Context: an optimization exercise on an open-source flow, tuned for small area, a short achievable clock period and few clock cycles. The choices shown serve that exercise and are no tape-out recipe.
RTL that was checked went through simulation tests only; none was proved equivalent to the original.
For runs 4 to 7, only the layout was checked, not whether the RTL still works.
Power is estimated from default activity; no workload was simulated.

## design.v

```verilog
package cdq_pkg;
  localparam int unsigned DATA_W    = 32;
  localparam int unsigned OP_W      = 2;
  localparam int unsigned DEPTH_DEF = 16;
  typedef enum logic [OP_W-1:0] {
    OP_PUSH_REAR  = 2'd0,
    OP_PUSH_FRONT = 2'd1,
    OP_POP_FRONT  = 2'd2,
    OP_POP_REAR   = 2'd3
  } op_e;
endpackage
module circular_deque #(
  parameter int unsigned DEPTH = cdq_pkg::DEPTH_DEF
) (
  input  logic                              clk_i,
  input  logic                              rst_ni,
  input  logic                              req_valid_i,
  output logic                              req_ready_o,
  input  logic [cdq_pkg::OP_W-1:0]          req_operation_i,
  input  logic signed [cdq_pkg::DATA_W-1:0] req_push_value_i,
  output logic                              rsp_valid_o,
  input  logic                              rsp_ready_i,
  output logic                              rsp_status_o,
  output logic signed [cdq_pkg::DATA_W-1:0] rsp_popped_value_o,
  output logic                              rsp_is_full_o,
  output logic                              rsp_is_empty_o
);
  localparam int unsigned DW = cdq_pkg::DATA_W;
  localparam int unsigned N  = 16;
  logic [DW-1:0] ring_mem [N];
  logic [3:0] h_q, t_q;
  logic [4:0] cnt_q;
  logic       full_q, empty_q;
  logic       busy_q;   
  logic         p_v_q, p_st_q, p_full_q, p_empty_q;
  logic [N-1:0] p_sel_q;
  logic          o_v_q, o_st_q, o_full_q, o_empty_q;
  logic [DW-1:0] o_val_q;
  logic [N-1:0] dec_h, dec_t, wr_en, rd_sel;
  logic op_pr, op_pf, op_qf, op_qr, accept, ok;
  logic [DW-1:0] p_val;
  logic o_free, p_to_o, p_v_d, o_v_d, ready;
  always_comb begin
    for (int i = 0; i < N; i++) begin
      dec_h[i] = (h_q == 4'(i));
      dec_t[i] = (t_q == 4'(i));
    end
  end
  assign op_pr  = (req_operation_i == cdq_pkg::OP_PUSH_REAR);
  assign op_pf  = (req_operation_i == cdq_pkg::OP_PUSH_FRONT);
  assign op_qf  = (req_operation_i == cdq_pkg::OP_POP_FRONT);
  assign op_qr  = (req_operation_i == cdq_pkg::OP_POP_REAR);
  assign accept = req_valid_i && ready;
  assign ok     = req_operation_i[1] ? !empty_q : !full_q;
  always_comb begin
    for (int i = 0; i < N; i++) begin
      wr_en[i]  = accept && !full_q &&
                  ((op_pr && dec_t[i]) || (op_pf && dec_h[(i + 1) % N]));
      rd_sel[i] = !empty_q &&
                  ((op_qf && dec_h[i]) || (op_qr && dec_t[(i + 1) % N]));
    end
  end
  always_ff @(posedge clk_i) begin
    for (int i = 0; i < N; i++) begin
      if (wr_en[i]) ring_mem[i] <= req_push_value_i;
    end
  end
  always_ff @(posedge clk_i or negedge rst_ni) begin
    if (!rst_ni) begin
      h_q     <= '0;
      t_q     <= '0;
      cnt_q   <= '0;
      full_q  <= 1'b0;
      empty_q <= 1'b1;
    end else if (accept && ok) begin
      if (!req_operation_i[1]) begin
        cnt_q   <= cnt_q + 5'd1;
        full_q  <= (cnt_q == 5'd15);
        empty_q <= 1'b0;
      end else begin
        cnt_q   <= cnt_q - 5'd1;
        full_q  <= 1'b0;
        empty_q <= (cnt_q == 5'd1);
      end
      case (req_operation_i)
        cdq_pkg::OP_PUSH_REAR:  t_q <= t_q + 4'd1;
        cdq_pkg::OP_PUSH_FRONT: h_q <= h_q - 4'd1;
        cdq_pkg::OP_POP_FRONT:  h_q <= h_q + 4'd1;
        default:                t_q <= t_q - 4'd1;
      endcase
    end
  end
  always_ff @(posedge clk_i) begin
    if (accept) begin
      p_sel_q   <= rd_sel;
      p_st_q    <= !ok;
      p_full_q  <= !req_operation_i[1] && (full_q || cnt_q == 5'd15);
      p_empty_q <= req_operation_i[1] && (empty_q || cnt_q == 5'd1);
    end
  end
  always_comb begin
    p_val = '0;
    for (int i = 0; i < N; i++) p_val = p_val | ({DW{p_sel_q[i]}} & ring_mem[i]);
  end
  assign o_free = !o_v_q || rsp_ready_i;
  assign p_to_o = p_v_q && o_free;
  assign ready  = !busy_q || rsp_ready_i;
  assign p_v_d  = accept || (p_v_q && !o_free);
  assign o_v_d  = p_to_o || (o_v_q && !rsp_ready_i);
  always_ff @(posedge clk_i or negedge rst_ni) begin
    if (!rst_ni) begin
      p_v_q   <= 1'b0;
      o_v_q   <= 1'b0;
      busy_q  <= 1'b0;
    end else begin
      p_v_q   <= p_v_d;
      o_v_q   <= o_v_d;
      busy_q  <= p_v_d && o_v_d;
    end
  end
  always_ff @(posedge clk_i) begin
    if (p_to_o) begin
      o_st_q    <= p_st_q;
      o_val_q   <= p_val;
      o_full_q  <= p_full_q;
      o_empty_q <= p_empty_q;
    end
  end
  assign req_ready_o        = ready;
  assign rsp_valid_o        = o_v_q;
  assign rsp_status_o       = o_st_q;
  assign rsp_popped_value_o = o_val_q;
  assign rsp_is_full_o      = o_full_q;
  assign rsp_is_empty_o     = o_empty_q;
endmodule
```

## flow/run.sh

```bash
#!/bin/bash
# The standard layout (standard.sh), with one logic-preserving netlist
# rewrite between synthesis and floorplan (flow/eco.tcl) and the port
# buffers inserted as buf_4 cells. Each tool's output goes to its own log.
set -euo pipefail
export BUFFER_PORTS_ARGS="-buffer_cell sky130_fd_sc_hd__buf_4"
bash standard.sh synth > synth.log 2>&1
export RES=$PWD/orfs/results/$FLOW_PLATFORM/circular_deque/base
openroad -no_init -exit flow/eco.tcl > eco.log 2>&1
bash standard.sh > layout.log 2>&1
```

## flow/eco.tcl

```tcl
# Logic-preserving rewrite of the synthesized netlist: req_ready_o is
# !busy_q | rsp_ready_i. Synthesis maps it as and2b(A_N=rsp_ready_i, B=busy_q)
# followed by an inverter, which puts rsp_ready_i through two inverting
# stages inside the and2b. Drive the port instead from an or2b
# (X = A | !B_N) with A = rsp_ready_i, B_N = busy_q, and leave the original
# gates driving the internal loads.
read_db $::env(RES)/1_synth.odb
set db [ord::get_db]
set block [[$db getChip] getBlock]
proc out_iterm {net} {
  foreach it [$net getITerms] { if {[$it isOutputSignal]} { return $it } }
  return ""
}
set port_net [$block findNet req_ready_o]
set rsp_net  [$block findNet rsp_ready_i]
set busy_net [$block findNet busy_q]
set ok 0
if {$port_net ne "NULL" && $rsp_net ne "NULL" && $busy_net ne "NULL"} {
  set drv [out_iterm $port_net]
  if {$drv ne ""} {
    set inv [$drv getInst]
    puts "ECO: req_ready_o driven by [$inv getName] [[$inv getMaster] getName]"
    if {[string match "*__inv_*" [[$inv getMaster] getName]] || [string match "*__clkinv_*" [[$inv getMaster] getName]]} {
      set n1 [[$inv findITerm A] getNet]
      set d1 [out_iterm $n1]
      if {$d1 ne ""} {
        set g [$d1 getInst]
        puts "ECO: inverter input driven by [$g getName] [[$g getMaster] getName]"
        if {[string match "*__and2b_*" [[$g getMaster] getName]] &&
            [[[$g findITerm A_N] getNet] getName] eq "rsp_ready_i" &&
            [[[$g findITerm B] getNet] getName] eq "busy_q"} {
          set ok 1
        }
      }
    }
  }
}
if {$ok} {
  set int_net [odb::dbNet_create $block req_ready_int]
  foreach it [$port_net getITerms] {
    $it disconnect
    $it connect $int_net
  }
  set m [$db findMaster sky130_fd_sc_hd__or2b_2]
  set new [odb::dbInst_create $block $m eco_req_ready]
  [$new findITerm A] connect $rsp_net
  [$new findITerm B_N] connect $busy_net
  [$new findITerm X] connect $port_net
  puts "ECO: applied"
} else {
  puts "ECO: pattern not found, netlist left unchanged"
}
write_db $::env(RES)/1_synth.odb
```

## standard.sh

```bash
#!/bin/bash
# synth_recipe.tcl (not shown) runs the flow's synth.tcl, then flattens the netlist and writes it again
# the make line also repeats each setting of config.mk as NAME=value (left out here)
make -C /OpenROAD-flow-scripts/flow DESIGN_CONFIG=/design/flow/config.mk WORK_HOME=/design/flow/orfs CLKGATE_MAP_FILE= SYNTH_SCRIPT=/design/flow/synth_recipe.tcl "${@:-finish}"
```

## config.mk

```make
export PLATFORM = sky130hd
export DESIGN_NAME = circular_deque
export DESIGN_NICKNAME = circular_deque
export VERILOG_FILES = /design/flow/design.v
export SDC_FILE = /design/flow/constraint.sdc
export NUM_CORES = 4
export LEC_CHECK = 0
export CAP_MARGIN = 20
export CORE_MARGIN = 2
export CORE_UTILIZATION = 60
export CTS_BUF_LIST = sky130_fd_sc_hd__clkbuf_16
export CTS_CLUSTER_DIAMETER = 60
export CTS_CLUSTER_SIZE = 30
export SETUP_SLACK_MARGIN = 2.4
export SLEW_MARGIN = 20
```

## constraint.sdc

```tcl
create_clock -name core_clock -period 4.5 [get_ports {clk_i}]
set_input_delay 0.9000 -clock core_clock [delete_from_list [all_inputs] [get_ports {clk_i}]]
set_output_delay 0.9000 -clock core_clock [all_outputs]
set_load 0.01 [all_outputs]
```

==> impl_metrics.csv, run 1 <==
group,metric,value,unit
outcome,status,"finished clean",
finish,final_layout_size_suffix_gt1_share,18.3,%
critical_path,reg2reg_to,"ring_mem[5][4]",
placed_design,hpwl,26500,microns
routing,drtIter0Drc,1284,
job,cap_violations,0,
floorplanning,die-area,37200,sq um
clock_network,cts_root_buffer,"clkbuf_16",
clock_network,clock_path_buffers,3,
sta,final_hold_viol_count,0,
critical_path,worstSetupPathType,"primary input to primary output",
clock_network,numClockSinks,584,
global_routing,grt_pass1_vias,11300,
floorplanning,design.core.area,35400,sq um
finish,layout_common_cells,"edfxtp_1 (566), a22o_1 (128), a221oi_1 (128), buf_4 (103), clkbuf_16 (40)",
global_routing,grt.busiest_layer,"met2",
critical_path,path_cells,"buf_6 -> or2b_4 -> buf_6",
routing,drt_first_pass_iters,5,
critical_path,crit_path_frequent_cell,"buf_6",
critical_path,r2r_slack,2460,ps
floorplanning,initial_utilization,60.5,%
sta,setup_viol,0,
logic_synthesis,synthCells,1121,
finish,area_growth,14.2,%
floorplanning,die_w,193,microns
clock_network,cts-hold-fix-buffers,0,
floorplanning,ios,75,
finish,fin_cells,1707,
floorplanning,die_h,193,microns
routing,vias,11500,
global_routing,grt_remaining_overflow,0,
critical_path,worstSetupStartpointType,"primary input",
critical_path,critPathCaptureType,"primary output",
sta,clock.fmax,0.444,GHz
pwr,p_leak,7.82,nW
logic_synthesis,synth_area,21400,sq um
sta,period_minus_slack,2250,ps
placed_design,gp_congestion,0.821,
routing,avgRoutedWirePerCell,29.7,microns
sta,worst_pin_slew,593,ps
logic_synthesis,syn_nets,1176,
clock_network,cts_tree,"yes",
global_routing,grtUsageTotal,27.5,%
sta,skew,30.6,ps
worst_hold_path,hold_path.class,"primary input to asynchronous set/reset pin",
sta,rsz0062_at_grt,"true",
clock_network,clkLatencyLatePin,550,ps
logic_synthesis,yosysWarnings,2,
pwr,peakVddDrop,0.329,mV
clock_network,path_clk_slew,70,ps
sta,post-route-period-util,50.0,%
critical_path,slowest_delay,240,ps
critical_path,worstPathRequired,3600,ps
global_routing,grt_pass1_wl,73500,microns
routing,drtAntennaViolNets,0,
global_routing,antenna_found_initial,1,
logic_synthesis,syn_area_per_cell,19.1,sq um
global_routing,use_met1,40.3,%
critical_path,r2r-start,"h_q[0]",
critical_path,ff2ff_path_depth,5,
floorplanning,placementRows,69,
finish,final_nets,1271,
critical_path,worst-path-max-fanout,3,
global_routing,met2_usage,45.4,%
critical_path,cpMaxStageDelayCell,"or2b_4",
sta,maxSlewHeadroom,60.5,%
routing,drc,0,
global_routing,met3_usage,3.37,%
routing,viasPerCell,6.73,
placed_design,dp.cells,1628,
clock_network,numCtsBuffers,37,
sta,whs,244,ps
pwr,finalPower,0.0118,W
sta,drv_slew,0,
pwr,powerDensity,481,nW/um^2
clock_network,ctsHtreeMaxLevel,2,
routing,drt_wl_total,50800,microns
global_routing,grt_max_degree,33,
placed_design,portBuffers,74,
finish,final_common_cell,"edfxtp_1",
critical_path,crit_arrival,1350,ps
sta,setup_tns,0,ps
==> what timing repair did <==
action / in CTS / in global routing
endpoints found under the setup margin: 481 / 266
pin swaps: 6 / 0
cloned: 0 / 1
gates resized for setup: 21 / 15
buffers inserted: 9 / 0
==> worst max path at each step <==
| stage | start | end | slack (ps) | depth (start not counted) |
|---|---|---|---|---|
| detailed placement | req_operation_i[1] | ring_mem[0][25] | 1290 | 7 |
| global route | rsp_ready_i | req_ready_o | 2240 | 3 |
| CTS | rsp_ready_i | req_ready_o | 2250 | 3 |
| finish | rsp_ready_i | req_ready_o | 2250 | 3 |
| floorplan | rsp_ready_i | ring_mem[4][0] | 1540 | 5 |
| global placement | req_operation_i[1] | ring_mem[0][17] | 1350 | 7 |
==> cell type report <==
cell class	count	area, sq um
Sequential cell	584	17400
Fill cell	2296	10900
Multi-Input combinational cell	460	3890
Timing Repair Buffer	122	1120
Clock buffer	39	976
Tap cell	461	577
Clock inverter	29	408
Inverter	11	61.3
Antenna cell	1	2.50
==> worst max-delay path: cells and delay by family <==
family	cells	cell delay, ps
AND/OR/NAND/NOR	1	240
buffers and inverters	2	210
==> report_power, final <==
part	total (W)	internal, W	switching [W]
clock network	0.00388	0.00197	0.00191
registers	0.00642	0.00627	0.000150
logic	0.00148	0.000489	0.000994
total	0.0118	0.00873	0.00305
==> stage by stage <==
stage,area [sq um],util [%],worst slack (ps)
3_3_place_gp,22800,64.5,1350
2_1_floorplan,21700,-,1540
4_1_cts,24400,69.0,2250
6_report,24500,69.2,2250
3_5_place_dp,22800,64.5,1290
5_1_grt,24500,69.2,2240
==> per-layer routing <==
layer  vias to the layer above  part of all wire, %
met3                        75                  6.2
li1                       4967                    -
met2                       479                   49
met4                         0                  1.9
met5                         -                    0
met1                      5973                   43
==> registers in the layout, indices dropped and copies added (netlist names), 4 cells and up <==
signal	flops
o_val_q	32
h_q	4
p_sel_q	16
t_q	4
ring_mem	512
cnt_q	5
Testbench counts, summed over its fixed seeds: cycles 16,016.
==> inputs of run 2 (changes only) <==
--- a/flow/eco.tcl
+++ b/flow/eco.tcl
@@ -1,9 +1,9 @@
 # Logic-preserving rewrite of the synthesized netlist: req_ready_o is
 # !busy_q | rsp_ready_i. Synthesis maps it as and2b(A_N=rsp_ready_i, B=busy_q)
 # followed by an inverter, which puts rsp_ready_i through two inverting
-# stages inside the and2b. Drive the port instead from an or2b
-# (X = A | !B_N) with A = rsp_ready_i, B_N = busy_q, and leave the original
-# gates driving the internal loads.
+# stages inside the and2b. Drive the port instead from
+# nand2(!rsp_ready_i, busy_q), with the inverter on rsp_ready_i its own cell,
+# and leave the original gates driving the internal loads.
 read_db $::env(RES)/1_synth.odb
 set db [ord::get_db]
 set block [[$db getChip] getBlock]
@@ -41,11 +41,14 @@
     $it disconnect
     $it connect $int_net
   }
-  set m [$db findMaster sky130_fd_sc_hd__or2b_2]
-  set new [odb::dbInst_create $block $m eco_req_ready]
-  [$new findITerm A] connect $rsp_net
-  [$new findITerm B_N] connect $busy_net
-  [$new findITerm X] connect $port_net
+  set rsp_n [odb::dbNet_create $block rsp_ready_n]
+  set inv2 [odb::dbInst_create $block [$db findMaster sky130_fd_sc_hd__inv_2] eco_rsp_ready_n]
+  [$inv2 findITerm A] connect $rsp_net
+  [$inv2 findITerm Y] connect $rsp_n
+  set new [odb::dbInst_create $block [$db findMaster sky130_fd_sc_hd__nand2_2] eco_req_ready]
+  [$new findITerm A] connect $rsp_n
+  [$new findITerm B] connect $busy_net
+  [$new findITerm Y] connect $port_net
   puts "ECO: applied"
 } else {
   puts "ECO: pattern not found, netlist left unchanged"
--- a/config.mk
+++ b/config.mk
@@ -11,5 +11,5 @@
 export CTS_BUF_LIST = sky130_fd_sc_hd__clkbuf_16
 export CTS_CLUSTER_DIAMETER = 60
 export CTS_CLUSTER_SIZE = 30
-export SETUP_SLACK_MARGIN = 2.4
+export SETUP_SLACK_MARGIN = 2.55
 export SLEW_MARGIN = 20
==> run 2 against run 1 <==
Net effect:
- global-route usage increased by 1.3 points
- cell area up 3.9%
- fmax grew 7.3%
- largest power group unchanged
- register-to-register slack improved by 100 ps
- final cell count rose by 2.6%
- core utilization rose by 2.7 points
- clock power decreased by 3%
- power increased by 0.82%
- wire length rose by 5.1%
- sequential power hardly changed
- highest routed layer unchanged
- critical path depth grew 1
==> impl_metrics.csv, run 2 <==
group,metric,value,unit
finish,n_antenna_cell,0,
sta,setup_tns,0,ps
finish,layout_common_cells,"edfxtp_1 (566), a22o_1 (128), a221oi_1 (125), buf_4 (83)",
clock_network,cts_root_buffer,"clkbuf_16",
routing,drt_wl_total,53300,microns
routing,vias,11900,
clock_network,numCtsBuffers,37,
routing,avgRoutedWirePerCell,30.5,microns
finish,final_util,71.9,%
critical_path,critPathLaunch,"rsp_ready_i",
global_routing,grt_pass1_vias,11800,
routing,drtIter0Drc,1433,
finish,fin_cells,1751,
critical_path,path_cells,"buf_8 -> inv_2 -> nand2_2 -> buf_6",
pwr,powerDensity,467,nW/um^2
critical_path,worst-path-max-fanout,4,
logic_synthesis,yosysWarnings,2,
job,cap_violations,0,
critical_path,worstSetupStartpointType,"primary input",
logic_synthesis,synthCells,1122,
finish,top_register,"ring_mem",
clock_network,cts-hold-fix-buffers,0,
sta,maxSlewHeadroom,58.5,%
placed_design,portBuffers,74,
sta,setup_viol,0,
sta,period_minus_slack,2100,ps
finish,multi_input_area,4020,sq um
critical_path,r2r-start,"busy_q",
floorplanning,die_h,193,microns
floorplanning,die_w,193,microns
placed_design,dp.cells,1631,
critical_path,cpMaxStageDelayCell,"buf_6",
floorplanning,design.core.area,35400,sq um
pwr,peakVddDrop,0.363,mV
sta,post-route-period-util,46.6,%
logic_synthesis,syn_area_per_cell,19.1,sq um
sta,drv_slew,0,
sta,worst_pin_slew,623,ps
floorplanning,initial_utilization,60.5,%
critical_path,slowest_delay,110,ps
global_routing,antenna_found_initial,0,
critical_path,r2r_slack,2560,ps
finish,final.fill_count,2178,
finish,final_common_cell,"edfxtp_1",
finish,largest_reg_flops,512,
logic_synthesis,syn_nets,1177,
global_routing,grtUsageTotal,28.8,%
sta,rsz0062_at_grt,"true",
routing,drt_first_pass_iters,5,
floorplanning,die-area,37200,sq um
logic_synthesis,synth_area,21400,sq um
floorplanning,ios,75,
global_routing,grt_max_degree,33,
finish,largestRegisters,"ring_mem (512), o_val_q (32), p_sel_q (16)",
critical_path,crit_arrival,1200,ps
critical_path,critPathCaptureType,"primary output",
outcome,status,"finished clean",
clock_network,clkLatencyLatePin,550,ps
global_routing,grt_pass1_wl,76300,microns
finish,area_growth,18.7,%
critical_path,worstPathRequired,3600,ps
global_routing,grt_remaining_overflow,0,
finish,seq_area,17500,sq um
clock_network,path_clk_slew,80,ps
sta,skew,29.7,ps
clock_network,numClockSinks,584,
placed_design,dpl_worst_slack,1040,ps
clock_network,clock_path_buffers,3,
finish,final_nets,1319,
critical_path,worstSetupPathType,"primary input to primary output",
sta,fin_ws,2400,ps
placed_design,hpwl,27100,microns
sta,final_hold_viol_count,0,
routing,drc,0,
pwr,p_leak,8.22,nW
worst_hold_path,hold_path.class,"primary input to asynchronous set/reset pin",
clock_network,ctsHtreeMaxLevel,2,
finish,final_layout_size_suffix_gt1_share,22.6,%
routing,drtAntennaViolNets,0,
routing,viasPerCell,6.78,
critical_path,ff2ff_path_depth,10,
sta,clock.fmax,0.476,GHz
placed_design,gp_congestion,0.830,
clock_network,cts_tree,"yes",
floorplanning,placementRows,69,
critical_path,reg2reg_to,"ring_mem[11][17]",
[run 2: final cells by class]
cell class | instances | area share, %
Sequential cell | 584 | 68.6
Multi-Input combinational cell | 461 | 15.8
Timing Repair Buffer | 168 | 7.88
Clock buffer | 37 | 3.64
Tap cell | 461 | 2.27
Clock inverter | 28 | 1.52
Inverter | 12 | 0.266
[run 2: repair_timing]
item | 4_1_cts | 5_1_grt
setup endpoints to repair | 553 | 325
pin swaps | 10 | 5
cloned | 6 | 6
buffers inserted | 36 | 7
gates resized for setup | 97 | 43
[run 2: worst max path at each step]
stage | endpoint | cells past startpoint | slack, ps
after global placement | ring_mem[13][27] | 6 | 1120
after global routing | req_ready_o | 4 | 2380
after CTS | req_ready_o | 4 | 2400
final | req_ready_o | 4 | 2400
after detailed placement | ring_mem[13][27] | 6 | 1040
after floorplan | ring_mem[4][0] | 5 | 1540
[run 2: critical path: cells and delay by family]
kind	cells	cell delay [ps]
buffers and inverters	3	250
AND/OR/NAND/NOR	1	40
[run 2: metrics by stage]
step                      total power (W)  area (sq um)  hold WS (ps)
final                              0.0119         25400           236
after global routing               0.0122         25400           241
after CTS                          0.0118         25000           227
after detailed placement          0.00797         22800           411
after global placement            0.00795         22800           403
after floorplan                   0.00739         21700           400
[run 2: where the power goes]
part           internal, W  switching (W)
registers          0.00627       0.000175
logic             0.000631        0.00105
clock network      0.00182        0.00193
[run 2: layer usage]
| metal | up-vias | GRT usage, % | routed length [microns] |
|---|---|---|---|
| met2 | 554 | 48.1 | 25900 |
| met5 | - | 0 | 0 |
| met1 | 6165 | 41.3 | 22300 |
| met4 | 0 | 6.00 | 1190 |
| met3 | 75 | 4.02 | 3940 |
| li1 | 5071 | - | - |
==> inputs of run 3 (changes only) <==
--- a/config.mk
+++ b/config.mk
@@ -11,5 +11,5 @@
 export CTS_BUF_LIST = sky130_fd_sc_hd__clkbuf_16
 export CTS_CLUSTER_DIAMETER = 60
 export CTS_CLUSTER_SIZE = 30
-export SETUP_SLACK_MARGIN = 2.55
+export SETUP_SLACK_MARGIN = 2.4
 export SLEW_MARGIN = 20
==> run 3 against run 2 <==
Net effect:
- critical endpoint unchanged
- setup slack gained 2.6 ps
- critical path depth unchanged
- final cell count shrank 2.2%
- clock power hardly changed
- area after synthesis unchanged
- combinational power down 13%
- power fell by 1.8%
- via count shrank 3.0%
==> impl_metrics.csv, run 3 <==
group,metric,value,unit
clock_network,numClockSinks,584,
floorplanning,initial_utilization,60.5,%
global_routing,grt_pass1_wl,74400,microns
global_routing,met3_usage,4.36,%
sta,clock.fmax,0.477,GHz
finish,n_antenna_cell,0,
pwr,finalPower,0.0117,W
clock_network,ctsHtreeMaxLevel,2,
global_routing,grt_max_degree,33,
floorplanning,die_h,193,microns
job,cap_violations,0,
global_routing,grt_pass1_vias,11500,
sta,final_hold_viol_count,0,
worst_hold_path,hold_path.class,"primary input to asynchronous set/reset pin",
critical_path,r2r-start,"p_sel_q[7]",
clock_network,clock_path_buffers,3,
routing,vias,11500,
finish,area_growth,13.9,%
sta,setup_tns,0,ps
routing,avgRoutedWirePerCell,29.8,microns
clock_network,cts_tree,"yes",
critical_path,worst-path-max-fanout,3,
global_routing,antenna_found_initial,1,
floorplanning,placementRows,69,
critical_path,critPathCaptureType,"primary output",
clock_network,numCtsBuffers,37,
global_routing,grt.busiest_layer,"met2",
floorplanning,ios,75,
finish,final_nets,1278,
logic_synthesis,syn_area_per_cell,19.1,sq um
critical_path,cpMaxStageDelayCell,"buf_6",
critical_path,crit_path_end,"req_ready_o",
sta,setup_viol,0,
sta,post-route-period-util,46.6,%
sta,skew,37.3,ps
floorplanning,design.core.area,35400,sq um
routing,drc,0,
placed_design,hpwl,27800,microns
finish,top_register,"ring_mem",
critical_path,reg2reg_to,"o_val_q[0]",
global_routing,grtUsageTotal,28.1,%
finish,final.fill_count,2324,
sta,period_minus_slack,2100,ps
sta,maxSlewHeadroom,59.6,%
sta,rsz0062_at_grt,"true",
critical_path,critPathLaunch,"rsp_ready_i",
sta,drv_slew,0,
routing,drtAntennaViolNets,0,
critical_path,worstSetupPathType,"primary input to primary output",
finish,largestRegisters,"ring_mem (512), o_val_q (32), p_sel_q (16)",
global_routing,grt_remaining_overflow,0,
routing,drtIter0Drc,1137,
pwr,p_leak,7.81,nW
outcome,status,"finished clean",
critical_path,ff2ff_path_depth,4,
routing,drt_first_pass_iters,5,
global_routing,use_met1,39.2,%
pwr,powerDensity,478,nW/um^2
critical_path,worstSetupStartpointType,"primary input",
floorplanning,die_w,193,microns
clock_network,path_clk_slew,90,ps
clock_network,cts_root_buffer,"clkbuf_16",
global_routing,met2_usage,46.6,%
finish,final_common_cell,"edfxtp_1",
floorplanning,die-area,37200,sq um
finish,layout_common_cells,"edfxtp_1 (566), a22o_1 (128), a221oi_1 (128), buf_4 (115), clkbuf_16 (39)",
placed_design,gp_congestion,0.814,
logic_synthesis,synth_area,21400,sq um
sta,worst_pin_slew,606,ps
routing,viasPerCell,6.72,
logic_synthesis,yosysWarnings,2,
finish,largest_reg_flops,512,
logic_synthesis,syn_nets,1177,
routing,drt_wl_total,51000,microns
placed_design,portBuffers,74,
critical_path,crit_arrival,1200,ps
pwr,peakVddDrop,0.363,mV
critical_path,path_cells,"buf_8 -> inv_2 -> nand2_2 -> buf_6",
finish,final_layout_size_suffix_gt1_share,19.1,%
critical_path,worstPathRequired,3600,ps
critical_path,r2r_slack,2510,ps
critical_path,slowest_delay,110,ps
logic_synthesis,synthCells,1122,
clock_network,clkLatencyLatePin,570,ps
run 3: worst min path at each step:
| stage | from | endpoint | slack, ps | cells past startpoint |
|---|---|---|---|---|
| floorplan | p_empty_q | o_empty_q | 400 | 0 |
| global placement | p_st_q | o_st_q | 410 | 0 |
| detailed placement | p_empty_q | o_empty_q | 410 | 0 |
| CTS | rst_ni | o_v_q | 180 | 1 |
| global route | rst_ni | o_v_q | 180 | 1 |
| finish | rst_ni | o_v_q | 180 | 1 |
run 3: layer usage:
metal | wire length, microns | part of all wire, % | vias to the layer above
li1 | - | - | 4969
met1 | 21000 | 41 | 5948
met2 | 25200 | 49 | 501
met3 | 3410 | 6.7 | 86
met4 | 1360 | 2.7 | 2
met5 | 16 | 0.031 | -
run 3: where the power goes:
group,switching [W],internal (W)
clock network,0.00191,0.00186
registers,0.000155,0.00627
logic,0.000981,0.000487
run 3: timing repair:
action                                  4_1_cts  5_1_grt
setup buffers                                 7        8
gates resized for setup                      32       13
cloned                                        0        0
endpoints found under the setup margin      415      257
pin swaps                                     3        3
hold buffers                                  0        0
run 3: critical path, delay by kind of cell:
family	cells	cell delay (ps)
buffers and inverters	3	250
AND/OR/NAND/NOR	1	40
run 3: cell type report:
cell class / instances / area, sq um / area share (%)
multi-input cells: 460 / 3890 / 15.9
well taps: 461 / 577 / 2.36
clock buffers: 39 / 976 / 4.00
clock inverters: 29 / 367 / 1.50
inverters: 12 / 65.1 / 0.267
flip-flops and latches: 584 / 17400 / 71.5
repair buffers: 128 / 1090 / 4.45
run 3: stage by stage:
stage                     cell area [sq um]  hold slack [ps]  cells  worst slack, ps  utilization (%)
after floorplan                       21700              400   1122             1540                -
after global placement                22800              408   1630             1330             64.4
after detailed placement              22800              410   1630             1280             64.4
after CTS                             24300              175   1705             2400             68.7
after global routing                  24400              178   1713             2390             69.0
final                                 24400              180   1713             2400             69.0
==> inputs of run 4 (changes only) <==
--- a/design.v
+++ b/design.v
@@ -29,10 +29,10 @@
   localparam int unsigned N  = 16;
   logic [DW-1:0] ring_mem [N];
   logic [3:0] h_q, t_q;
-  logic [4:0] cnt_q;
   logic       full_q, empty_q;
+  logic [3:0] occ;   
   logic       busy_q;   
-  logic         p_v_q, p_st_q, p_full_q, p_empty_q;
+  logic         p_v_q, p_st_q;
   logic [N-1:0] p_sel_q;
   logic          o_v_q, o_st_q, o_full_q, o_empty_q;
   logic [DW-1:0] o_val_q;
@@ -46,6 +46,7 @@
       dec_t[i] = (t_q == 4'(i));
     end
   end
+  assign occ    = t_q - h_q;
   assign op_pr  = (req_operation_i == cdq_pkg::OP_PUSH_REAR);
   assign op_pf  = (req_operation_i == cdq_pkg::OP_PUSH_FRONT);
   assign op_qf  = (req_operation_i == cdq_pkg::OP_POP_FRONT);
@@ -69,18 +70,15 @@
     if (!rst_ni) begin
       h_q     <= '0;
       t_q     <= '0;
-      cnt_q   <= '0;
       full_q  <= 1'b0;
       empty_q <= 1'b1;
     end else if (accept && ok) begin
       if (!req_operation_i[1]) begin
-        cnt_q   <= cnt_q + 5'd1;
-        full_q  <= (cnt_q == 5'd15);
+        full_q  <= (occ == 4'd15);
         empty_q <= 1'b0;
       end else begin
-        cnt_q   <= cnt_q - 5'd1;
         full_q  <= 1'b0;
-        empty_q <= (cnt_q == 5'd1);
+        empty_q <= (occ == 4'd1);
       end
       case (req_operation_i)
         cdq_pkg::OP_PUSH_REAR:  t_q <= t_q + 4'd1;
@@ -94,8 +92,6 @@
     if (accept) begin
       p_sel_q   <= rd_sel;
       p_st_q    <= !ok;
-      p_full_q  <= !req_operation_i[1] && (full_q || cnt_q == 5'd15);
-      p_empty_q <= req_operation_i[1] && (empty_q || cnt_q == 5'd1);
     end
   end
   always_comb begin
@@ -122,8 +118,8 @@
     if (p_to_o) begin
       o_st_q    <= p_st_q;
       o_val_q   <= p_val;
-      o_full_q  <= p_full_q;
-      o_empty_q <= p_empty_q;
+      o_full_q  <= full_q;
+      o_empty_q <= empty_q;
     end
   end
   assign req_ready_o        = ready;
==> run 4 against run 3 <==
Net effect:
- non-clock buffer count rose by 10
- flip-flop and latch count fell by 7
- global-route usage rose by 0.40 points
- final cell count fell by 0.93%
- fmax fell by 3.2%
- setup slack got worse by 70 ps
- wire length rose by 0.28%
==> impl_metrics.csv, run 4 <==
group,metric,value,unit
outcome,status,"finished clean",
global_routing,grt_pass1_wl,74400,microns
floorplanning,die_w,191,microns
logic_synthesis,ys_top_cells_by_count,"edfxtp_1 (564), a221oi_1 (128), a22o_1 (128), clkbuf_1 (63), nand3_1 (49)",
sta,drv_slew,0,
routing,viasPerCell,6.78,
critical_path,worstSetupPathType,"primary input to primary output",
critical_path,path_cells,"buf_6 -> nand2b_4 -> buf_6",
routing,vias,11500,
sta,final_hold_viol_count,0,
placed_design,portBuffers,74,
logic_synthesis,async_flop_share,2.25,%
critical_path,r2r_slack,2400,ps
sta,setup_viol,0,
global_routing,grtUsageTotal,28.5,%
finish,final_nets,1271,
floorplanning,initial_utilization,61.0,%
logic_synthesis,syn_nets,1165,
sta,worst_pin_slew,654,ps
critical_path,worstSetupStartpointType,"primary input",
routing,drc,0,
logic_synthesis,synth_area,21100,sq um
finish,n_antenna_cell,0,
sta,fin_ws,2330,ps
routing,drtIter0Drc,1273,
clock_network,clkLatencyLatePin,540,ps
logic_synthesis,syn_area_per_cell,19.0,sq um
finish,final.fill_count,2192,
floorplanning,ios,75,
critical_path,ff2ff_path_depth,5,
pwr,peakVddDrop,0.567,mV
clock_network,path_clk_slew,80,ps
routing,drt_wl_total,51100,microns
routing,avgRoutedWirePerCell,30.1,microns
clock_network,numClockSinks,577,
routing,drt_first_pass_iters,5,
finish,final_common_cell,"edfxtp_1",
pwr,powerDensity,477,nW/um^2
critical_path,slowest_delay,150,ps
routing,drtAntennaViolNets,0,
floorplanning,design.core.area,34500,sq um
logic_synthesis,yosysTopAreaCellShare,80.3,%
finish,seq_area,17300,sq um
finish,multi_input_area,3900,sq um
finish,largest_reg_flops,512,
floorplanning,placementRows,68,
placed_design,gp_congestion,0.840,
finish,layout_common_cells,"edfxtp_1 (564), a22o_1 (128), a221oi_1 (128), buf_4 (113), nand3_1 (40)",
job,cap_violations,0,
sta,skew,16.3,ps
finish,fin_cells,1697,
worst_hold_path,hold_path.class,"primary input to asynchronous set/reset pin",
global_routing,grt_pass1_vias,11200,
clock_network,ctsHtreeMaxLevel,2,
finish,final_layout_size_suffix_gt1_share,20.3,%
logic_synthesis,yosys-top-cells-area,"edfxtp_1 (80%), a221oi_1 (5.3%), a22o_1 (5.3%)",
clock_network,numCtsBuffers,36,
clock_network,clock_path_buffers,3,
logic_synthesis,synth_edf_count,564,
critical_path,crit_arrival,1270,ps
critical_path,reg2reg_to,"ring_mem[0][21]",
clock_network,cts_root_buffer,"clkbuf_16",
logic_synthesis,synth_largest_area_cell,"edfxtp_1",
sta,maxSlewHeadroom,56.4,%
floorplanning,die-area,36700,sq um
clock_network,cts_tree,"yes",
global_routing,antenna_found_initial,0,
critical_path,crit_path_frequent_cell,"buf_6",
pwr,finalPower,0.0116,W
placed_design,hpwl,26100,microns
sta,clock.fmax,0.462,GHz
placed_design,dp.cells,1601,
sta,setup_tns,0,ps
global_routing,grt_remaining_overflow,0,
logic_synthesis,synth_ff_type,"edfxtp_1",
finish,largestRegisters,"ring_mem (512), o_val_q (32), p_sel_q (16)",
logic_synthesis,yosysWarnings,2,
finish,top_register,"ring_mem",
finish,area_growth,15.3,%
logic_synthesis,synth_most_common_cell,"edfxtp_1",
critical_path,worst-path-max-fanout,3,
critical_path,cpMaxStageDelayCell,"nand2b_4",
sta,period_minus_slack,2170,ps
critical_path,worstPathRequired,3600,ps
logic_synthesis,ys_seq_area_share,81.9,%
global_routing,grt_max_degree,36,
placed_design,dpl_worst_slack,1380,ps
pwr,p_leak,7.70,nW
logic_synthesis,synth_seq_cells,577,
floorplanning,die_h,191,microns
sta,post-route-period-util,48.1,%
critical_path,r2r-start,"t_q[0]",
logic_synthesis,synth.distinct_cells,35,
logic_synthesis,synthCells,1110,
critical_path,critPathCaptureType,"primary output",
sta,rsz0062_at_grt,"true",
-- run 4: cells by family after synthesis --
logic type / Yosys count / synth area share (%)
flops: 577 / 81.9
compound gates: 299 / 11.9
simple gates: 122 / 3.12
buf+inv: 82 / 1.54
fa+ha+maj: 17 / 1.04
xor+xnor: 11 / 0.457
mux: 2 / 0.0950
-- run 4: timing repair --
action	in CTS	in global routing
endpoints found under the setup margin	498	308
buffers inserted	23	8
gates cloned	1	0
hold buffers	0	0
resized for setup	32	19
pin swaps	9	0
-- run 4: area by class of cell --
| type | count | share of cell area (%) |
|---|---|---|
| multi-input cells | 452 | 16.0 |
| repair buffers | 138 | 5.36 |
| flip-flops and latches | 577 | 71.0 |
| clock inverters | 27 | 1.19 |
| clock buffers | 37 | 3.81 |
| inverters | 11 | 0.268 |
| well taps | 455 | 2.34 |
-- run 4: worst max-delay path by stage --
stage | from | end | slack (ps)
floorplan | rsp_ready_i | ring_mem[0][0] | 1910
global placement | rsp_ready_i | ring_mem[13][25] | 1420
detailed placement | rsp_ready_i | ring_mem[13][25] | 1380
CTS | h_q[3] | ring_mem[2][21] | 2340
global route | rsp_ready_i | req_ready_o | 2320
finish | rsp_ready_i | req_ready_o | 2330
-- run 4: through the flow --
step	hold slack, ps	utilization [%]	cell area [sq um]
2_1_floorplan	400	-	21500
3_3_place_gp	413	65.3	22600
3_5_place_dp	408	65.3	22600
4_1_cts	189	69.9	24200
5_1_grt	191	70.4	24300
6_report	197	70.4	24300
-- run 4: power by group --
group | leakage [nW] | internal, W | switching [W]
clock | 0.602 | 0.00167 | 0.00184
sequential | 5.19 | 0.00620 | 0.000169
combinational | 1.91 | 0.000574 | 0.00116
-- run 4: critical path, delay by kind of cell --
family                 cells  cell delay [ps]
buffers and inverters      2              220
AND/OR/NAND/NOR            1              150
-- run 4: routing by layer --
metal / up-vias / share of wire (%) / global-route usage (%)
met1: 5928 / 42 / 42.0
met2: 555 / 48 / 45.6
met4: 0 / 2.8 / 7.81
met3: 87 / 7.0 / 3.47
met5: - / 0 / 0
li1: 4930 / - / -
==> inputs of run 5 (changes only) <==
--- a/config.mk
+++ b/config.mk
@@ -8,8 +8,8 @@
 export CAP_MARGIN = 20
 export CORE_MARGIN = 2
 export CORE_UTILIZATION = 60
-export CTS_BUF_LIST = sky130_fd_sc_hd__clkbuf_16
-export CTS_CLUSTER_DIAMETER = 60
-export CTS_CLUSTER_SIZE = 30
+export CTS_BUF_LIST = sky130_fd_sc_hd__clkbuf_8 sky130_fd_sc_hd__clkbuf_16
+export CTS_CLUSTER_DIAMETER = 50
+export CTS_CLUSTER_SIZE = 20
 export SETUP_SLACK_MARGIN = 2.4
 export SLEW_MARGIN = 20
==> run 5 against run 4 <==
Net effect:
- final cell count increased by 1.5%
- register-to-register slack about the same
- via count increased by 2.3%
- first-iteration DRC count increased by 3.1%
- fmax increased by 0.82%
- sequential power about the same
- critical path type unchanged
==> impl_metrics.csv, run 5 <==
group,metric,value,unit
critical_path,r2r_slack,2400,ps
pwr,p_seq_share,52.8,%
sta,fin_ws,2350,ps
sta,period_minus_slack,2150,ps
logic_synthesis,synth_largest_area_cell,"edfxtp_1",
logic_synthesis,synthCells,1110,
finish,final_common_cell,"edfxtp_1",
sta,skew,20.6,ps
logic_synthesis,syn_area_per_cell,19.0,sq um
logic_synthesis,synthMuxAreaShare,0.0949,%
finish,final_layout_size_suffix_gt1_share,21.6,%
clock_network,cts_root_buffer,"clkbuf_16",
pwr,powerDensity,491,nW/um^2
outcome,status,"finished clean",
logic_synthesis,syn_nets,1165,
pwr,p_clk_share,32.5,%
finish,final.fill_count,2146,
logic_synthesis,synth_edf_count,564,
logic_synthesis,synth_fa_ha_area_share,1.04,%
logic_synthesis,synth_area,21100,sq um
sta,setup_viol,0,
placed_design,gp_congestion,0.840,
pwr,peakVddDrop,0.486,mV
placed_design,hpwl,26100,microns
logic_synthesis,synth_most_common_cell,"edfxtp_1",
logic_synthesis,yosysWarnings,2,
finish,area_growth,16.9,%
logic_synthesis,async_flop_share,2.25,%
critical_path,worstSetupPathType,"primary input to primary output",
floorplanning,ios,75,
floorplanning,die_h,191,microns
critical_path,worstSetupStartpointType,"primary input",
finish,top_register,"ring_mem",
global_routing,grt_remaining_overflow,0,
routing,drtAntennaViolNets,0,
finish,layout_common_cells,"edfxtp_1 (564), a22o_1 (128), a221oi_1 (128), buf_4 (128), clkbuf_16 (45)",
global_routing,grtUsageTotal,29.0,%
clock_network,numClockSinks,577,
pwr,switching_share,27.0,%
logic_synthesis,synth_top_family_by_area,"compound AO/OA/AOI/OAI gates",
pwr,p_int,0.00883,W
logic_synthesis,synth_xor_area_share,0.457,%
routing,avgRoutedWirePerCell,30.1,microns
logic_synthesis,synth_ff_type,"edfxtp_1",
floorplanning,placementRows,68,
logic_synthesis,yosys-top-cells-area,"edfxtp_1 (80%), a221oi_1 (5.3%), a22o_1 (5.3%)",
global_routing,grt_max_degree,36,
clock_network,clock_path_buffers,3,
critical_path,worst-path-max-fanout,3,
routing,drt_first_pass_iters,7,
sta,clock.fmax,0.465,GHz
sta,maxSlewHeadroom,56.0,%
finish,largest_reg_flops,512,
routing,drc,0,
placed_design,portBuffers,74,
logic_synthesis,synth.distinct_cells,35,
routing,viasPerCell,6.83,
global_routing,antenna_found_initial,1,
clock_network,ctsHtreeMaxLevel,2,
sta,post-route-period-util,47.8,%
pwr,p_leak,7.86,nW
routing,drtIter0Drc,1312,
critical_path,crit_arrival,1250,ps
sta,final_hold_viol_count,0,
critical_path,worstPathRequired,3600,ps
global_routing,grt_pass1_wl,75300,microns
pwr,power_frac_comb,14.8,%
sta,drv_slew,0,
routing,vias,11800,
floorplanning,initial_utilization,61.0,%
clock_network,numCtsBuffers,44,
global_routing,grt_pass1_vias,11400,
clock_network,clkLatencyLatePin,580,ps
floorplanning,design.core.area,34500,sq um
sta,worst_pin_slew,660,ps
pwr,power.switching,0.00327,W
worst_hold_path,hold_path.class,"primary input to asynchronous set/reset pin",
sta,setup_tns,0,ps
floorplanning,die_w,191,microns
logic_synthesis,synth_compound_area_share,11.9,%
floorplanning,die-area,36700,sq um
logic_synthesis,ys_top_cells_by_count,"edfxtp_1 (564), a221oi_1 (128), a22o_1 (128), clkbuf_1 (63), nand3_1 (49)",
logic_synthesis,yosysTopAreaCellShare,80.3,%
sta,rsz0062_at_grt,"true",
finish,largestRegisters,"ring_mem (512), o_val_q (32), p_sel_q (16)",
clock_network,path_clk_slew,70,ps
clock_network,cts_tree,"yes",
logic_synthesis,ys_seq_area_share,81.9,%
logic_synthesis,synth_seq_cells,577,
logic_synthesis,synth-simple-area-share,3.12,%
finish,final_nets,1292,
job,cap_violations,0,
pwr,finalPower,0.0121,W
clock_network,cts-hold-fix-buffers,0,
routing,drt_wl_total,51900,microns
placed_design,dpl_worst_slack,1380,ps
critical_path,critPathCaptureType,"primary output",
[run 5: metrics by stage]
| step | hold slack [ps] | util [%] | area, sq um | std cells |
|---|---|---|---|---|
| 2_1_floorplan | 400 | - | 21500 | 1110 |
| 3_3_place_gp | 413 | 65.3 | 22600 | 1601 |
| 3_5_place_dp | 408 | 65.3 | 22600 | 1601 |
| 4_1_cts | 131 | 70.6 | 24400 | 1706 |
| 5_1_grt | 144 | 71.3 | 24600 | 1722 |
| 6_report | 153 | 71.3 | 24600 | 1723 |
[run 5: cell families after synthesis]
kind of cell | Yosys count
AO/OA/AOI/OAI | 299
adder cells (fa/ha/maj) | 17
buffers and inverters | 82
multiplexers | 2
AND/OR/NAND/NOR | 122
XOR/XNOR | 11
flip-flops | 577
[run 5: worst paths after layout]
path / end / start / cells after the start
max in group asynchronous: empty_q / rst_ni / 1
worst max register to register: ring_mem[8][23] / t_q[0] / 5
min in group core_clock: o_st_q / p_st_q / 0
worst min-delay path: t_q[0] / rst_ni / 1
worst min register to register: o_st_q / p_st_q / 0
worst max-delay path: req_ready_o / rsp_ready_i / 3
[run 5: what timing repair did]
| item | in CTS | in global routing |
|---|---|---|
| hold endpoints to repair | 0 | 0 |
| gates resized for setup | 33 | 23 |
| cloned | 1 | 0 |
| setup endpoints to repair | 498 | 382 |
| pin swaps | 9 | 0 |
| buffers inserted | 29 | 15 |
[run 5: layout make-up]
| class | instances | area (sq um) | share of cell area (%) |
|---|---|---|---|
| multi-input cells | 452 | 3930 | 15.9 |
| diodes | 2 | 5.00 | 0.0203 |
| repair buffers | 151 | 1370 | 5.57 |
| well taps | 455 | 569 | 2.31 |
| flip-flops and latches | 577 | 17300 | 70.1 |
| clock buffers | 45 | 1130 | 4.57 |
| inverters | 11 | 65.1 | 0.264 |
| clock inverters | 30 | 313 | 1.27 |
[run 5: routing by layer]
metal,up-vias,global-route usage (%),part of all wire [%]
li1,4981,-,-
met4,0,8.52,2.7
met5,-,0,0
met2,564,46.1,48
met3,92,4.98,7.4
met1,6129,41.9,42
[run 5: worst max-delay path: stages]
cell,delay [ps]
buf_6,90
nand2b_4,140
buf_6,120
[run 5: power by group through the flow]
stage / sequential [W] / combinational, W / clock (W)
2_1_floorplan: 0.00644 / 0.00104 / 0
3_3_place_gp: 0.00648 / 0.00159 / 0
3_5_place_dp: 0.00649 / 0.00159 / 0
4_1_cts: 0.00636 / 0.00168 / 0.00398
5_1_grt: 0.00640 / 0.00190 / 0.00417
6_report: 0.00638 / 0.00179 / 0.00393
==> inputs of run 6 (changes only) <==
--- a/design.v
+++ b/design.v
@@ -32,11 +32,10 @@
   logic       full_q, empty_q;
   logic [3:0] occ;   
   logic       busy_q;   
-  logic         p_v_q, p_st_q;
-  logic [N-1:0] p_sel_q;
+  logic p_v_q, p_st_q, p_qf_q, p_qr_q;
   logic          o_v_q, o_st_q, o_full_q, o_empty_q;
   logic [DW-1:0] o_val_q;
-  logic [N-1:0] dec_h, dec_t, wr_en, rd_sel;
+  logic [N-1:0] dec_h, dec_t, wr_en, p_sel;
   logic op_pr, op_pf, op_qf, op_qr, accept, ok;
   logic [DW-1:0] p_val;
   logic o_free, p_to_o, p_v_d, o_v_d, ready;
@@ -57,8 +56,7 @@
     for (int i = 0; i < N; i++) begin
       wr_en[i]  = accept && !full_q &&
                   ((op_pr && dec_t[i]) || (op_pf && dec_h[(i + 1) % N]));
-      rd_sel[i] = !empty_q &&
-                  ((op_qf && dec_h[i]) || (op_qr && dec_t[(i + 1) % N]));
+      p_sel[i]  = (p_qf_q && dec_h[(i + 1) % N]) || (p_qr_q && dec_t[i]);
     end
   end
   always_ff @(posedge clk_i) begin
@@ -90,13 +88,14 @@
   end
   always_ff @(posedge clk_i) begin
     if (accept) begin
-      p_sel_q   <= rd_sel;
-      p_st_q    <= !ok;
+      p_st_q <= !ok;
+      p_qf_q <= op_qf && !empty_q;
+      p_qr_q <= op_qr && !empty_q;
     end
   end
   always_comb begin
     p_val = '0;
-    for (int i = 0; i < N; i++) p_val = p_val | ({DW{p_sel_q[i]}} & ring_mem[i]);
+    for (int i = 0; i < N; i++) p_val = p_val | ({DW{p_sel[i]}} & ring_mem[i]);
   end
   assign o_free = !o_v_q || rsp_ready_i;
   assign p_to_o = p_v_q && o_free;
--- a/config.mk
+++ b/config.mk
@@ -8,8 +8,8 @@
 export CAP_MARGIN = 20
 export CORE_MARGIN = 2
 export CORE_UTILIZATION = 60
-export CTS_BUF_LIST = sky130_fd_sc_hd__clkbuf_8 sky130_fd_sc_hd__clkbuf_16
-export CTS_CLUSTER_DIAMETER = 50
-export CTS_CLUSTER_SIZE = 20
+export CTS_BUF_LIST = sky130_fd_sc_hd__clkbuf_16
+export CTS_CLUSTER_DIAMETER = 60
+export CTS_CLUSTER_SIZE = 30
 export SETUP_SLACK_MARGIN = 2.4
 export SLEW_MARGIN = 20
==> run 6 against run 5 <==
Net effect:
- worst hold slack got worse by 29 ps
- first-iteration DRC count rose by 26%
- non-clock buffer count rose by 83
- combinational power rose by 150%
- critical endpoint is now o_val_q[22]
- via count rose by 13%
- register-to-register slack got worse by 210 ps
- sequential power rose by 2%
- still clean on timing, DRC and antenna
- area after synthesis barely moved
- global-route usage rose by 4.0 points
- core utilization rose by 4.4 points
- highest routed layer unchanged
==> impl_metrics.csv, run 6 <==
group,metric,value,unit
sta,final_hold_viol_count,0,
logic_synthesis,yosysWarnings,2,
job,cap_violations,0,
logic_synthesis,synth_seq_cells,563,
routing,drtIter0Drc,1656,
floorplanning,initial_utilization,61.1,%
logic_synthesis,synth_area,21100,sq um
critical_path,critPathCaptureType,"flip-flop",
sta,clock.fmax,0.432,GHz
placed_design,hpwl,31200,microns
logic_synthesis,yosysTopAreaCellShare,78.3,%
critical_path,worstPathRequired,4790,ps
sta,setup_tns,0,ps
finish,multi_input_area,5270,sq um
logic_synthesis,ys_top_cells_by_count,"edfxtp_1 (550), o21ai_0 (100), a22o_1 (96), nand4_1 (70), a22oi_1 (64)",
routing,avgRoutedWirePerCell,32.3,microns
finish,area_growth,24.0,%
finish,final.fill_count,2023,
clock_network,cts-hold-fix-buffers,0,
critical_path,ff2ff_path_depth,8,
outcome,status,"finished clean",
sta,fin_ws,2190,ps
logic_synthesis,synth_largest_area_cell,"edfxtp_1",
finish,final_common_cell,"edfxtp_1",
finish,final_layout_size_suffix_gt1_share,31.2,%
clock_network,numClockSinks,563,
floorplanning,placementRows,68,
floorplanning,die_h,192,microns
global_routing,antenna_found_initial,1,
global_routing,grt_pass1_wl,86000,microns
global_routing,grtUsageTotal,33.0,%
sta,post-route-period-util,51.4,%
floorplanning,die-area,36700,sq um
sta,maxSlewHeadroom,59.2,%
sta,rsz0062_at_grt,"true",
placed_design,gp_congestion,0.829,
clock_network,numCtsBuffers,31,
clock_network,path_clk_slew,100,ps
sta,setup_viol,0,
logic_synthesis,yosys-top-cells-area,"edfxtp_1 (78%), a22o_1 (4.0%), o21ai_0 (2.4%)",
logic_synthesis,async_flop_share,2.31,%
routing,viasPerCell,6.98,
sta,skew,22.9,ps
global_routing,grt_pass1_vias,12600,
finish,final_nets,1487,
clock_network,cts_root_buffer,"clkbuf_16",
floorplanning,ios,75,
critical_path,worst-path-max-fanout,6,
placed_design,dpl_worst_slack,1430,ps
logic_synthesis,synth_most_common_cell,"edfxtp_1",
clock_network,ctsHtreeMaxLevel,1,
critical_path,r2r-start,"t_q[0]",
floorplanning,die_w,192,microns
critical_path,reg2reg_to,"o_val_q[22]",
logic_synthesis,ys_seq_area_share,79.8,%
logic_synthesis,syn_area_per_cell,17.2,sq um
logic_synthesis,synth.distinct_cells,45,
global_routing,grt_max_degree,33,
worst_hold_path,hold_path.class,"primary input to asynchronous set/reset pin",
finish,top_register,"ring_mem",
clock_network,clock_path_buffers,3,
sta,worst_pin_slew,607,ps
critical_path,crit_path_end,"o_val_q[22]",
sta,whs,125,ps
pwr,powerDensity,545,nW/um^2
pwr,p_leak,8.54,nW
routing,vias,13400,
critical_path,crit_arrival,2610,ps
routing,drt_first_pass_iters,6,
finish,layout_common_cells,"edfxtp_1 (550), buf_4 (165), a22o_1 (94), o21ai_0 (77), nand4_1 (70)",
routing,drc,0,
clock_network,clkLatencyLatePin,620,ps
finish,largestRegisters,"ring_mem (512), o_val_q (32)",
sta,drv_slew,0,
sta,period_minus_slack,2310,ps
placed_design,portBuffers,74,
critical_path,worstSetupPathType,"flip-flop to flip-flop",
logic_synthesis,syn_nets,1279,
critical_path,r2r_slack,2190,ps
floorplanning,design.core.area,34500,sq um
logic_synthesis,synth_edf_count,550,
critical_path,worstSetupStartpointType,"flip-flop",
logic_synthesis,synthCells,1223,
pwr,peakVddDrop,0.450,mV
clock_network,cts_tree,"yes",
critical_path,critPathLaunch,"t_q[0]",
routing,drt_wl_total,61700,microns
finish,largest_reg_flops,512,
routing,drtAntennaViolNets,0,
finish,seq_area,16900,sq um
logic_synthesis,synth_ff_type,"edfxtp_1",
global_routing,grt_remaining_overflow,0,
run 6: cell count changes after synthesis, moves of 14 or more:
cell      before  now
o21ai_0        0  100
a221oi_1     128   32
a22oi_1        0   64
nand4_1       36   70
a22o_1       128   96
nor3_1         1   32
o21ai_1        4   33
nand3_1       49   25
buf_2          2   17
clkbuf_1      63   49
edfxtp_1     564  550
nand2_1        6   20
run 6: metal layers:
| layer | GRT usage (%) | share of wire, % |
|---|---|---|
| met1 | 47.9 | 39 |
| met2 | 52.0 | 47 |
| met3 | 5.84 | 11 |
| met4 | 9.67 | 3.1 |
| met5 | 0 | 0 |
run 6: worst min path at each step:
stage,depth (start not counted),start,slack [ps],to
floorplan,0,p_st_q,400,o_st_q
global placement,0,p_st_q,400,o_st_q
detailed placement,0,p_st_q,410,o_st_q
CTS,1,rst_ni,120,full_q
global route,1,rst_ni,140,o_v_q
finish,1,rst_ni,120,o_v_q
run 6: repair_timing:
item | 4_1_cts | 5_1_grt
gates cloned | 13 | 4
gates resized for setup | 144 | 91
buffers inserted | 86 | 35
pin swaps | 31 | 39
endpoints found under the setup margin | 497 | 218
run 6: layout make-up:
| cell class | instances | share of cell area [%] |
|---|---|---|
| tap | 455 | 2.18 |
| multi-input combinational | 590 | 20.2 |
| timing repair buffer | 234 | 8.69 |
| clock inverter | 27 | 1.30 |
| sequential | 563 | 64.4 |
| inverter | 11 | 0.273 |
| clock buffer | 31 | 2.97 |
| antenna | 1 | 0.00957 |
run 6: power by group:
group,switching (W),internal [W]
combinational,0.00258,0.00188
sequential,0.000227,0.00629
clock,0.00185,0.00144
run 6: critical path, cell delays in order (launching register included):
cell	delay (ps)
dfrtp_2	470
buf_4	170
ha_4	220
nand2_8	120
o22ai_4	190
buf_12	220
a22o_1	210
nor3_2	160
nand4_1	240
run 6: logic make-up (layout without fill, tap and decap cells):
group	Yosys count	count (layout)	share of synthesized area [%]
AOI/OAI and AO/OA	360	364	11.8
xor gates and xnor gates	11	11	0.457
adders and majority gates	18	18	1.10
buffers and inverters	84	303	1.63
DFF	563	563	79.8
muxes	1	1	0.0475
other	0	1	0
and+or+nand+nor	186	196	5.15
run 6: stage by stage:
step	cells	util, %	instance area, sq um	total power (W)
2_1_floorplan	1223	-	21500	0.00820
5_1_grt	1911	75.7	26200	0.0147
4_1_cts	1872	73.4	25400	0.0136
6_report	1912	75.7	26200	0.0143
3_5_place_dp	1715	65.7	22700	0.00949
3_3_place_gp	1710	65.4	22600	0.00942
==> inputs of run 7 (changes only) <==
--- a/design.v
+++ b/design.v
@@ -32,10 +32,11 @@
   logic       full_q, empty_q;
   logic [3:0] occ;   
   logic       busy_q;   
-  logic p_v_q, p_st_q, p_qf_q, p_qr_q;
+  logic         p_v_q, p_st_q;
+  logic [N-1:0] p_sel_q;
   logic          o_v_q, o_st_q, o_full_q, o_empty_q;
   logic [DW-1:0] o_val_q;
-  logic [N-1:0] dec_h, dec_t, wr_en, p_sel;
+  logic [N-1:0] dec_h, dec_t, wr_en, rd_sel;
   logic op_pr, op_pf, op_qf, op_qr, accept, ok;
   logic [DW-1:0] p_val;
   logic o_free, p_to_o, p_v_d, o_v_d, ready;
@@ -56,7 +57,8 @@
     for (int i = 0; i < N; i++) begin
       wr_en[i]  = accept && !full_q &&
                   ((op_pr && dec_t[i]) || (op_pf && dec_h[(i + 1) % N]));
-      p_sel[i]  = (p_qf_q && dec_h[(i + 1) % N]) || (p_qr_q && dec_t[i]);
+      rd_sel[i] = !empty_q &&
+                  ((op_qf && dec_h[i]) || (op_qr && dec_t[(i + 1) % N]));
     end
   end
   always_ff @(posedge clk_i) begin
@@ -88,14 +90,13 @@
   end
   always_ff @(posedge clk_i) begin
     if (accept) begin
-      p_st_q <= !ok;
-      p_qf_q <= op_qf && !empty_q;
-      p_qr_q <= op_qr && !empty_q;
+      p_sel_q   <= rd_sel;
+      p_st_q    <= !ok;
     end
   end
   always_comb begin
     p_val = '0;
-    for (int i = 0; i < N; i++) p_val = p_val | ({DW{p_sel[i]}} & ring_mem[i]);
+    for (int i = 0; i < N; i++) p_val = p_val | ({DW{p_sel_q[i]}} & ring_mem[i]);
   end
   assign o_free = !o_v_q || rsp_ready_i;
   assign p_to_o = p_v_q && o_free;
==> flow/eco.tcl (replaced) <==
# Logic-preserving rewrite of the synthesized netlist: req_ready_o is
# !busy_q | rsp_ready_i. Synthesis maps it as nand2b(A_N=rsp_ready_i,
# B=busy_q), or as and2b with the same inputs followed by an inverter; both
# put rsp_ready_i through the slow inverted input of the b-cell. Drive the port instead from
# nand2(!rsp_ready_i, busy_q), with the inverter on rsp_ready_i its own cell,
# and leave the original gates driving the internal loads.
read_db $::env(RES)/1_synth.odb
set db [ord::get_db]
set block [[$db getChip] getBlock]
proc out_iterm {net} {
  foreach it [$net getITerms] { if {[$it isOutputSignal]} { return $it } }
  return ""
}
set port_net [$block findNet req_ready_o]
set rsp_net  [$block findNet rsp_ready_i]
set busy_net [$block findNet busy_q]
set ok 0
proc net_of {inst pin} {
  set it [$inst findITerm $pin]
  if {$it eq "NULL" || [$it getNet] eq "NULL"} { return "" }
  return [[$it getNet] getName]
}
proc is_rsp_and_not_busy {g} {
  # and2b / nand2b with A_N = rsp_ready_i and B = busy_q
  return [expr {[net_of $g A_N] eq "rsp_ready_i" && [net_of $g B] eq "busy_q"}]
}
if {$port_net ne "NULL" && $rsp_net ne "NULL" && $busy_net ne "NULL"} {
  set drv [out_iterm $port_net]
  if {$drv ne ""} {
    set g [$drv getInst]
    set gm [[$g getMaster] getName]
    puts "ECO: req_ready_o driven by [$g getName] $gm"
    if {[string match "*__nand2b_*" $gm] && [is_rsp_and_not_busy $g]} {
      set ok 1
    } elseif {[string match "*__inv_*" $gm] || [string match "*__clkinv_*" $gm]} {
      set d1 [out_iterm [[$g findITerm A] getNet]]
      if {$d1 ne ""} {
        set g1 [$d1 getInst]
        puts "ECO: inverter input driven by [$g1 getName] [[$g1 getMaster] getName]"
        if {[string match "*__and2b_*" [[$g1 getMaster] getName]] && [is_rsp_and_not_busy $g1]} {
          set ok 1
        }
      }
    }
  }
}
if {$ok} {
  set int_net [odb::dbNet_create $block req_ready_int]
  foreach it [$port_net getITerms] {
    $it disconnect
    $it connect $int_net
  }
  set rsp_n [odb::dbNet_create $block rsp_ready_n]
  set inv2 [odb::dbInst_create $block [$db findMaster sky130_fd_sc_hd__inv_2] eco_rsp_ready_n]
  [$inv2 findITerm A] connect $rsp_net
  [$inv2 findITerm Y] connect $rsp_n
  set new [odb::dbInst_create $block [$db findMaster sky130_fd_sc_hd__nand2_2] eco_req_ready]
  [$new findITerm A] connect $rsp_n
  [$new findITerm B] connect $busy_net
  [$new findITerm Y] connect $port_net
  puts "ECO: applied"
} else {
  puts "ECO: pattern not found, netlist left unchanged"
}
write_db $::env(RES)/1_synth.odb
==> run 7 against run 6 <==
Net effect:
- worst hold slack better by 74 ps
- cell area down 6.6%
- power down 17%
- via count down 13%
- setup slack improved by 230 ps
- combinational power fell by about 60%
- sequential share of layout area grew 6.2 points
- fmax rose by 11%
- global-route usage down 4.2 points
- largest power group unchanged
- clock skew up 3.9 ps
- flip-flop and latch count increased by 14
- still clean on timing, DRC and antenna
==> impl_metrics.csv, run 7 <==
group,metric,value,unit
critical_path,reg2reg_to,"ring_mem[5][8]",
finish,n_antenna_cell,0,
clock_network,numClockSinks,577,
global_routing,grt_remaining_overflow,0,
placed_design,hpwl,26700,microns
floorplanning,die-area,36700,sq um
finish,fin_area,24400,sq um
sta,drv_slew,0,
sta,skew,26.8,ps
clock_network,numCtsBuffers,36,
sta,rsz0062_at_grt,"true",
logic_synthesis,yosysWarnings,2,
critical_path,worstSetupPathType,"primary input to primary output",
logic_synthesis,synth_area,21100,sq um
logic_synthesis,syn_area_per_cell,19.0,sq um
critical_path,worstPathRequired,3600,ps
floorplanning,die_w,192,microns
placed_design,portBuffers,74,
placed_design,place_area,22500,sq um
critical_path,crit_arrival,1190,ps
global_routing,grt_pass1_vias,11400,
finish,final.fill_count,2210,
pwr,peakVddDrop,0.451,mV
global_routing,grt_max_degree,36,
critical_path,r2r_slack,2410,ps
finish,final_layout_size_suffix_gt1_share,21.3,%
critical_path,worst-path-max-fanout,4,
worst_hold_path,hold_path.class,"primary input to asynchronous set/reset pin",
sta,fin_ws,2410,ps
routing,drt_first_pass_iters,8,
clock_network,ctsHtreeMaxLevel,2,
finish,area_growth,15.9,%
sta,maxSlewHeadroom,55.7,%
clock_network,cts_root_buffer,"clkbuf_16",
logic_synthesis,syn_nets,1167,
placed_design,gp_congestion,0.842,
sta,clock.fmax,0.479,GHz
clock_network,clock_path_buffers,3,
sta,post-route-period-util,46.4,%
sta,final_hold_viol_count,0,
routing,vias,11600,
routing,avgRoutedWirePerCell,30.4,microns
sta,period_minus_slack,2090,ps
sta,setup_tns,0,ps
global_routing,grt_pass1_wl,75300,microns
placed_design,dpl_worst_slack,1310,ps
finish,layout_common_cells,"edfxtp_1 (564), a22o_1 (128), a221oi_1 (128), buf_4 (114), clkbuf_16 (37)",
clock_network,cts-hold-fix-buffers,0,
global_routing,grtUsageTotal,28.8,%
finish,largestRegisters,"ring_mem (512), o_val_q (32), p_sel_q (16)",
finish,final_nets,1275,
floorplanning,initial_utilization,61.1,%
clock_network,clkLatencyLatePin,560,ps
pwr,p_leak,7.73,nW
critical_path,critPathLaunch,"rsp_ready_i",
global_routing,antenna_found_initial,0,
finish,top_register,"ring_mem",
clock_network,cts_tree,"yes",
outcome,status,"finished clean",
critical_path,worstSetupStartpointType,"primary input",
routing,drc,0,
logic_synthesis,synthCells,1112,
critical_path,crit_path_end,"req_ready_o",
routing,drtIter0Drc,1383,
finish,largest_reg_flops,512,
floorplanning,die_h,192,microns
routing,drtAntennaViolNets,0,
routing,viasPerCell,6.84,
sta,worst_pin_slew,665,ps
routing,drt_wl_total,51700,microns
pwr,powerDensity,484,nW/um^2
critical_path,critPathCaptureType,"primary output",
job,cap_violations,0,
clock_network,path_clk_slew,80,ps
finish,final_common_cell,"edfxtp_1",
sta,setup_viol,0,
floorplanning,design.core.area,34500,sq um
critical_path,ff2ff_path_depth,6,
critical_path,r2r-start,"t_q[1]",
floorplanning,ios,75,
floorplanning,placementRows,68,
==> run 7: critical path: stages <==
cell	delay, ps
buf_8	100
clkinv_4	30
nand2_2	30
buf_6	110
==> run 7: area by class of cell <==
class | count | area (sq um) | share of cell area [%]
Tap cell | 455 | 569 | 2.33
Inverter | 12 | 73.8 | 0.302
Clock inverter | 27 | 368 | 1.50
Sequential cell | 577 | 17300 | 70.6
Clock buffer | 37 | 926 | 3.79
Timing Repair Buffer | 138 | 1260 | 5.16
Multi-Input combinational cell | 455 | 3980 | 16.3
==> run 7: stage by stage <==
step / cells / util, % / hold WS [ps] / total power (W)
floorplan: 1112 / - / 400 / 0.00748
global placement: 1605 / 65.3 / 418 / 0.00804
detailed placement: 1605 / 65.3 / 414 / 0.00807
CTS: 1699 / 70.4 / 191 / 0.0118
global route: 1701 / 70.8 / 195 / 0.0122
finish: 1701 / 70.8 / 199 / 0.0118
==> run 7: layer usage <==
metal  vias up  share of wire (%)  GRT usage, %
met5         -                  0             0
met4         0                2.3          7.57
met3        77                7.6          4.02
met2       561                 48          46.0
met1      6060                 42          42.5
li1       4942                  -             -
==> run 7: worst min-delay path by stage <==
stage          endpoint  cells after the start
6_report          p_v_q                      1
5_1_grt          h_q[1]                      1
4_1_cts           o_v_q                      1
3_5_place_dp     o_st_q                      0
3_3_place_gp     o_st_q                      0
2_1_floorplan    o_st_q                      0
==> run 7: what timing repair did <==
action / CTS / global route
pin swaps: 9 / 0
cloned: 3 / 0
setup endpoints to repair: 493 / 398
buffers inserted: 27 / 2
resized for setup: 38 / 24
==> run 7: power by group <==
| part | switching [W] | internal, W |
|---|---|---|
| Sequential | 0.000174 | 0.00620 |
| Clock | 0.00189 | 0.00179 |
| Combinational | 0.00117 | 0.000614 |

[static timing again, ports no longer ideal]
No port has a modelled driver above. Below, the same layouts with a new extraction and two added sets of constraints.
Step 1: set_driving_cell puts a clkbuf_16 on clk_i and a buf_2 on each other input, an assumption about the parent block.
Step 2 adds t to the input delays and takes it off the output delays; t is the mean of the earliest and latest rising clock arrival at the registers after step 1. Input paths then give back, and output paths get back, about the clock's delay inside the block.
Three values: ideal, step 1, step 2; two values: the first two.
run	shift t [ns]	slack for setup (ns)	clock arrival spread, ns
run 1	0.585	2.248 / 2.216 / 1.929	0.033 / 0.033
run 2	0.585	2.401 / 2.363 / 1.910	0.037 / 0.037
run 3	0.606	2.404 / 2.366 / 1.892	0.037 / 0.038
run 4	0.583	2.334 / 2.287 / 1.865	0.018 / 0.017
run 5	0.628	2.351 / 2.307 / 1.869	0.023 / 0.022
run 6	0.661	2.185 / 2.185 / 1.912	0.027 / 0.027
run 7	0.600	2.414 / 2.374 / 1.876	0.028 / 0.028
After both steps every run listed still meets setup and hold. For run 7, which loses most, drivers alone change the setup slack by -0.040 ns; drivers and shift together by -0.538 ns.
